This design comes from an exercise in tuning for small area and a short achievable clock period on the open sky130 flow, not from production work.
Only simulation tests tie the RTL to the original design; equivalence was not proved.

## exp/willow
==> module mult_div_ctrl, before the edit <==
module mult_div_ctrl #(
  parameter int MULT_CYCLES = 5,
  parameter int DIV_CYCLES  = 10
) (
  input  logic        clk,
  input  logic        reset,
  input  logic        start,
  input  logic [2:0]  md_op,
  input  logic [31:0] rs_val,
  input  logic [31:0] rt_val,
  input  logic        md_use_D,
  output logic        busy,
  output logic        stall,
  output logic [31:0] HI,
  output logic [31:0] LO
);
  localparam int W = 35;
  logic        busy_q;
  logic [3:0]  cnt_q;       
  logic        run_q;       
  logic        fin_q;       
  logic        div_q;       
  logic        sg_q;        
  logic        sa_q;        
  logic        sd_q;        
  logic        pb_q;        
  logic [32:0] a_q;         
  logic [31:0] b_q;         
  logic [31:0] m_q;         
  logic [3:0]  e_q;         
  logic [32:0] m_ext;
  logic [31:0] hi_q, lo_q;
  logic accept, go;
  assign busy   = busy_q;
  assign accept = start & ~busy_q & (md_op <= 3'd5);
  assign go     = start & ~busy_q & (md_op <= 3'd3);
  assign m_ext = {sg_q & m_q[31], m_q};
  logic div_run;
  assign div_run = div_q & run_q;
  logic [3:0][W-1:0] x, s;
  logic [3:0]        neg, one, two;
  logic [3:0]   t;           
  for (genvar j = 0; j < 4; j++) begin : g_stage
    logic [2:0]   bb;
    if (j == 0) begin : g_x0
      assign x[j] = div_run ? {a_q[32], a_q, e_q[3]} : {{2{a_q[32]}}, a_q};
    end else begin : g_xj
      assign x[j] = div_q ? {s[j-1][32], s[j-1][32:0], e_q[3-j]}
                          : {{2{s[j-1][W-1]}}, s[j-1][W-1:2]};
    end
    if (j == 0) begin : g_bb0
      assign bb = run_q ? {b_q[1], b_q[0], pb_q} : {2'b00, ~sg_q & pb_q};
    end else begin : g_bbj
      assign bb = {b_q[2*j+1], b_q[2*j], b_q[2*j-1]};
    end
    if (j == 0) begin : g_d0
      assign neg[j] = div_q ? (run_q ? ~(x[j][W-1] ^ sd_q) : sa_q ^ sd_q)
                            : bb[2] & ~(bb[1] & bb[0]);
      assign one[j] = div_q ? (run_q | (sa_q ^ a_q[32])) : bb[1] ^ bb[0];
    end else if (j == 3) begin : g_d3
      assign neg[j] = div_q ? 1'b0 : bb[2] & ~(bb[1] & bb[0]);
      assign one[j] = div_q ? 1'b1 : bb[1] ^ bb[0];
    end else begin : g_dj
      assign neg[j] = div_q ? (run_q ? ~(x[j][W-1] ^ sd_q) : sd_q)
                            : bb[2] & ~(bb[1] & bb[0]);
      assign one[j] = div_q ? run_q : bb[1] ^ bb[0];
    end
    assign two[j] = div_q ? (j == 1) & ~run_q
                          : (bb[2] & ~bb[1] & ~bb[0]) | (~bb[2] & bb[1] & bb[0]);
    mdu_stage #(.W(W)) u_stage (
      .x(x[j]), .m(m_ext), .one(one[j]), .two(two[j]), .neg(neg[j]), .s(s[j])
    );
  end
  logic [32:0] xs, ys, ss, r3;
  logic [33:0] cs;
  logic        neg3;
  assign xs    = x[3][32:0];
  assign ys    = ~m_ext;
  assign cs[0] = 1'b1;
  for (genvar k = 0; k < 33; k++) begin : g_sub
    assign ss[k]   = xs[k] ^ ys[k] ^ cs[k];
    assign cs[k+1] = (xs[k] & ys[k]) | (cs[k] & (xs[k] ^ ys[k]));
  end
  assign neg3 = ~(s[2][32] ^ sd_q);
  assign r3   = neg3 ? ss : s[3][32:0];
  for (genvar j = 0; j < 3; j++) begin : g_t
    assign t[j] = ~(s[j][32] ^ sd_q);
  end
  assign t[3] = ~(r3[32] ^ sd_q);
  logic [31:0] lo_res;
  logic        lo_inc;
  logic s1_zero, hi_kill;
  assign s1_zero = (s[1][W-1:1] == {(W-1){1'b0}});
  assign hi_kill = div_q & sa_q & s1_zero;
  assign lo_inc  = div_q & (sd_q ^ (sa_q & ~s1_zero));
  logic [32:0] lc;
  assign lc[0] = lo_inc;
  for (genvar k = 0; k < 32; k++) begin : g_inc
    assign lo_res[k] = b_q[k] ^ lc[k];
    assign lc[k+1]   = b_q[k] & lc[k];
  end
  logic d_zero;
  assign d_zero = (rt_val == 32'd0);
  always_ff @(posedge clk or posedge reset) begin
    if (reset) begin
      busy_q <= 1'b0;
      hi_q   <= '0;
      lo_q   <= '0;
    end else begin
      if (go)         busy_q <= 1'b1;
      else if (fin_q) busy_q <= 1'b0;
      if (accept & (md_op == 3'd4)) hi_q <= rs_val;
      else if (busy_q & fin_q)      hi_q <= s[0][31:0] & ~{32{hi_kill}};
      if (accept & (md_op == 3'd5)) lo_q <= rs_val;
      else if (busy_q & fin_q)      lo_q <= lo_res;
    end
  end
  always_ff @(posedge clk) begin
    if (!busy_q) begin
      cnt_q <= 4'd0;
      run_q <= 1'b1;
      fin_q <= 1'b0;
      div_q <= md_op[1];
      sg_q  <= ~md_op[0];
      sa_q  <= md_op[1] & ~md_op[0] & rs_val[31];
      sd_q  <= ~md_op[0] & (rt_val[31] | (d_zero & rs_val[31]));
      pb_q  <= 1'b0;
      a_q   <= {33{md_op[1] & ~md_op[0] & rs_val[31]}};
      b_q   <= rs_val;
      e_q   <= {4{md_op[1] & ~md_op[0] & rs_val[31]}};
      m_q   <= rt_val;
    end else begin
      cnt_q <= cnt_q + 4'd1;
      if (run_q && cnt_q == (div_q ? 4'd8 : 4'd3)) run_q <= 1'b0;
      fin_q <= run_q & (cnt_q == (div_q ? 4'd8 : 4'd3));
      e_q   <= b_q[31:28];
      if (div_q) begin
        a_q <= r3;
        b_q <= {b_q[27:0], t[0], t[1], t[2], t[3]};
      end else begin
        pb_q <= b_q[7];
        a_q  <= s[3][W-1:2];
        b_q  <= {s[3][1:0], s[2][1:0], s[1][1:0], s[0][1:0], b_q[31:8]};
      end
    end
  end
  assign stall = md_use_D & (busy_q | (start & (md_op <= 3'd3)));
  assign HI    = hi_q;
  assign LO    = lo_q;
endmodule
export LEC_CHECK = 0
export CAP_MARGIN = 20
export CORE_MARGIN = 2
export CORE_UTILIZATION = 40
export CTS_BUF_LIST = sky130_fd_sc_hd__clkbuf_8
export SLEW_MARGIN = 20
create_clock -name core_clock -period 130.0 [get_ports {clk}]
standard.sh (not shown) runs the stock make flow with config.mk's settings and CLKGATE_MAP_FILE= SYNTH_SCRIPT=/design/flow/synth_recipe.tcl, a recipe that flattens the netlist after the stock synthesis.
==> flow/flow/run.sh <==
#!/bin/bash
# The standard layout with three changes:
#  - every input and output port is buffered by buf_1 instead of the cell buffer_ports picks;
#  - after the standard synthesis, flow/netopt.py sets combinational cells to their smallest
#    drive strength and moves full-adder carries to the CIN pin, before the rest of the
#    standard flow runs (and repairs slew, capacitance and timing where needed);
#  - clock tree synthesis adds no dummy load cells.
set -euo pipefail
R=$PWD/orfs/results/sky130hd/mult_div_ctrl/base
LIB=$FLOW_HOME/platforms/sky130hd/lib/sky130_fd_sc_hd__tt_025C_1v80.lib
BP="BUFFER_PORTS_ARGS=-buffer_cell sky130_fd_sc_hd__buf_1"
CTS="CTS_ARGS=-sink_clustering_enable -repair_clock_nets -buf_list sky130_fd_sc_hd__clkbuf_8 -dont_use_dummy_load"
bash standard.sh "$BP" "$CTS" $R/1_2_yosys.v > synth.log 2>&1
cp $R/1_2_yosys.v synth_netlist.v.log
python3 flow/netopt.py $R/1_2_yosys.v $LIB > netopt.log 2>&1
bash standard.sh "$BP" "$CTS" finish > standard.log 2>&1
Other scripts of this flow, unchanged in this note and not shown: flow/flow/netopt.py
Inputs modified between exp/willow and exp/sierra:
==> flow/design.v, changed modules only <==
module mult_div_ctrl #(
  parameter int MULT_CYCLES = 5,
  parameter int DIV_CYCLES  = 10
) (
  input  logic        clk,
  input  logic        reset,
  input  logic        start,
  input  logic [2:0]  md_op,
  input  logic [31:0] rs_val,
  input  logic [31:0] rt_val,
  input  logic        md_use_D,
  output logic        busy,
  output logic        stall,
  output logic [31:0] HI,
  output logic [31:0] LO
);
  localparam int W = 35;
  logic        busy_q;
  logic [3:0]  cnt_q;       
  logic        run_q;       
  logic        fin_q;       
  logic        div_q;       
  logic        sg_q;        
  logic        sa_q;        
  logic        sd_q;        
  logic        pb_q;        
  logic [32:0] a_q;         
  logic [31:0] b_q;         
  logic [31:0] m_q;         
  logic [3:0]  e_q;         
  logic [32:0] m_ext;
  logic [31:0] hi_q, lo_q;
  logic accept, go;
  assign busy   = busy_q;
  assign accept = start & ~busy_q & (md_op <= 3'd5);
  assign go     = start & ~busy_q & (md_op <= 3'd3);
  assign m_ext = {sg_q & m_q[31], m_q};
  logic div_run;
  assign div_run = div_q & run_q;
  logic [3:0][W-1:0] x, s;
  logic [3:0]        neg, one, two;
  logic [3:0]   t;           
  logic         a_zero;
  assign a_zero = (a_q == 33'd0);
  for (genvar j = 0; j < 4; j++) begin : g_stage
    logic [2:0]   bb;
    if (j == 0) begin : g_x0
      assign x[j] = div_run ? {a_q[32], a_q, e_q[3]} : {{2{a_q[32]}}, a_q};
    end else begin : g_xj
      assign x[j] = div_q ? {s[j-1][32], s[j-1][32:0], e_q[3-j]}
                          : {{2{s[j-1][W-1]}}, s[j-1][W-1:2]};
    end
    if (j == 0) begin : g_bb0
      assign bb = run_q ? {b_q[1], b_q[0], pb_q} : {2'b00, ~sg_q & pb_q};
    end else begin : g_bbj
      assign bb = {b_q[2*j+1], b_q[2*j], b_q[2*j-1]};
    end
    if (j == 3) begin : g_d3
      assign neg[j] = div_q ? 1'b0 : bb[2] & ~(bb[1] & bb[0]);
    end else begin : g_dj
      assign neg[j] = div_q ? ((run_q | sa_q) ? ~(x[j][W-1] ^ sd_q) : sd_q)
                            : bb[2] & ~(bb[1] & bb[0]);
    end
    assign one[j] = div_q ? (run_q | sa_q | a_q[32]) : bb[1] ^ bb[0];
    assign two[j] = ~div_q & ((bb[2] & ~bb[1] & ~bb[0]) | (~bb[2] & bb[1] & bb[0]));
    mdu_stage #(.W(W)) u_stage (
      .x(x[j]), .m(m_ext), .one(one[j]), .two(two[j]), .neg(neg[j]), .s(s[j])
    );
  end
  logic [32:0] xs, ys, ss, r3;
  logic [33:0] cs;
  logic        neg3;
  assign xs    = x[3][32:0];
  assign ys    = ~m_ext;
  assign cs[0] = 1'b1;
  for (genvar k = 0; k < 33; k++) begin : g_sub
    assign ss[k]   = xs[k] ^ ys[k] ^ cs[k];
    assign cs[k+1] = (xs[k] & ys[k]) | (cs[k] & (xs[k] ^ ys[k]));
  end
  assign neg3 = ~(s[2][32] ^ sd_q);
  assign r3   = neg3 ? ss : s[3][32:0];
  for (genvar j = 0; j < 3; j++) begin : g_t
    assign t[j] = ~(s[j][32] ^ sd_q);
  end
  assign t[3] = ~(r3[32] ^ sd_q);
  logic [31:0] lo_res;
  logic        lo_inc;
  logic s0_zero, r_zero, hi_keep;
  assign s0_zero = (s[0][32:0] == 33'd0);
  assign r_zero  = a_zero | (a_q[32] & s0_zero);             
  assign hi_keep = div_q & sa_q & (a_zero | (a_q[32] & ~s0_zero));
  assign lo_inc  = div_q & (sd_q ^ (sa_q & ~r_zero));
  logic [32:0] lc;
  assign lc[0] = lo_inc;
  for (genvar k = 0; k < 32; k++) begin : g_inc
    assign lo_res[k] = b_q[k] ^ lc[k];
    assign lc[k+1]   = b_q[k] & lc[k];
  end
  logic d_zero;
  assign d_zero = (rt_val == 32'd0);
  always_ff @(posedge clk or posedge reset) begin
    if (reset) begin
      busy_q <= 1'b0;
      hi_q   <= '0;
      lo_q   <= '0;
    end else begin
      if (go)         busy_q <= 1'b1;
      else if (fin_q) busy_q <= 1'b0;
      if (accept & (md_op == 3'd4)) hi_q <= rs_val;
      else if (busy_q & fin_q)      hi_q <= hi_keep ? a_q[31:0] : s[0][31:0];
      if (accept & (md_op == 3'd5)) lo_q <= rs_val;
      else if (busy_q & fin_q)      lo_q <= lo_res;
    end
  end
  always_ff @(posedge clk) begin
    if (!busy_q) begin
      cnt_q <= 4'd0;
      run_q <= 1'b1;
      fin_q <= 1'b0;
      div_q <= md_op[1];
      sg_q  <= ~md_op[0];
      sa_q  <= md_op[1] & ~md_op[0] & rs_val[31];
      sd_q  <= ~md_op[0] & (rt_val[31] | (d_zero & rs_val[31]));
      pb_q  <= 1'b0;
      a_q   <= {33{md_op[1] & ~md_op[0] & rs_val[31]}};
      b_q   <= rs_val;
      e_q   <= {4{md_op[1] & ~md_op[0] & rs_val[31]}};
      m_q   <= rt_val;
    end else begin
      cnt_q <= cnt_q + 4'd1;
      if (run_q && cnt_q == (div_q ? 4'd8 : 4'd3)) run_q <= 1'b0;
      fin_q <= run_q & (cnt_q == (div_q ? 4'd8 : 4'd3));
      e_q   <= b_q[31:28];
      if (div_q) begin
        a_q <= r3;
        b_q <= {b_q[27:0], t[0], t[1], t[2], t[3]};
      end else begin
        pb_q <= b_q[7];
        a_q  <= s[3][W-1:2];
        b_q  <= {s[3][1:0], s[2][1:0], s[1][1:0], s[0][1:0], b_q[31:8]};
      end
    end
  end
  assign stall = md_use_D & (busy_q | (start & (md_op <= 3'd3)));
  assign HI    = hi_q;
  assign LO    = lo_q;
endmodule
Findings:
- Relative to exp/willow, the worst-case reg-to-reg path depth measured on exp/sierra has increased by a few percent.
- Sort exp/sierra and exp/willow by global-route wire length before repair desc -> top: exp/sierra
- ~same part of the cycle the worst path needs in exp/sierra and exp/willow
- Mean instance size in the synthesized netlist | exp/sierra below exp/willow
- exp/sierra against exp/willow; number of well taps is up slightly.
- The run showing the smaller final non-filler cell area is exp/willow.

-- what the ideal ports hide --
The results above use ideal ports. As a check the final layouts listed here were re-extracted and re-timed, cells and wires unchanged. Step 1, drivers: a clkbuf_16 drives clk and a buf_2 each remaining input, both assumed. Step 2 also shifts input and output timing later by t, the mid clock arrival at the registers, as if the neighbouring blocks saw the same clock. Slacks: no drivers / after step 1 / after step 2; pairs: no drivers / after step 1.
run | shift t [ns] | setup WS [ns] | worst setup path at the end | worst data-port slew with drivers (ns) | cell pins on the clock port's net
exp/willow | 0.542 | 77.498 / 77.475 / 77.475 | input to output | 0.04 | 1
exp/sierra | 0.546 | 77.451 / 77.424 / 77.424 | input to output | 0.04 | 1
After both steps every run listed still meets setup and hold. For exp/sierra, which loses most, drivers alone change the setup slack by -0.027 ns; drivers and shift together by -0.027 ns.
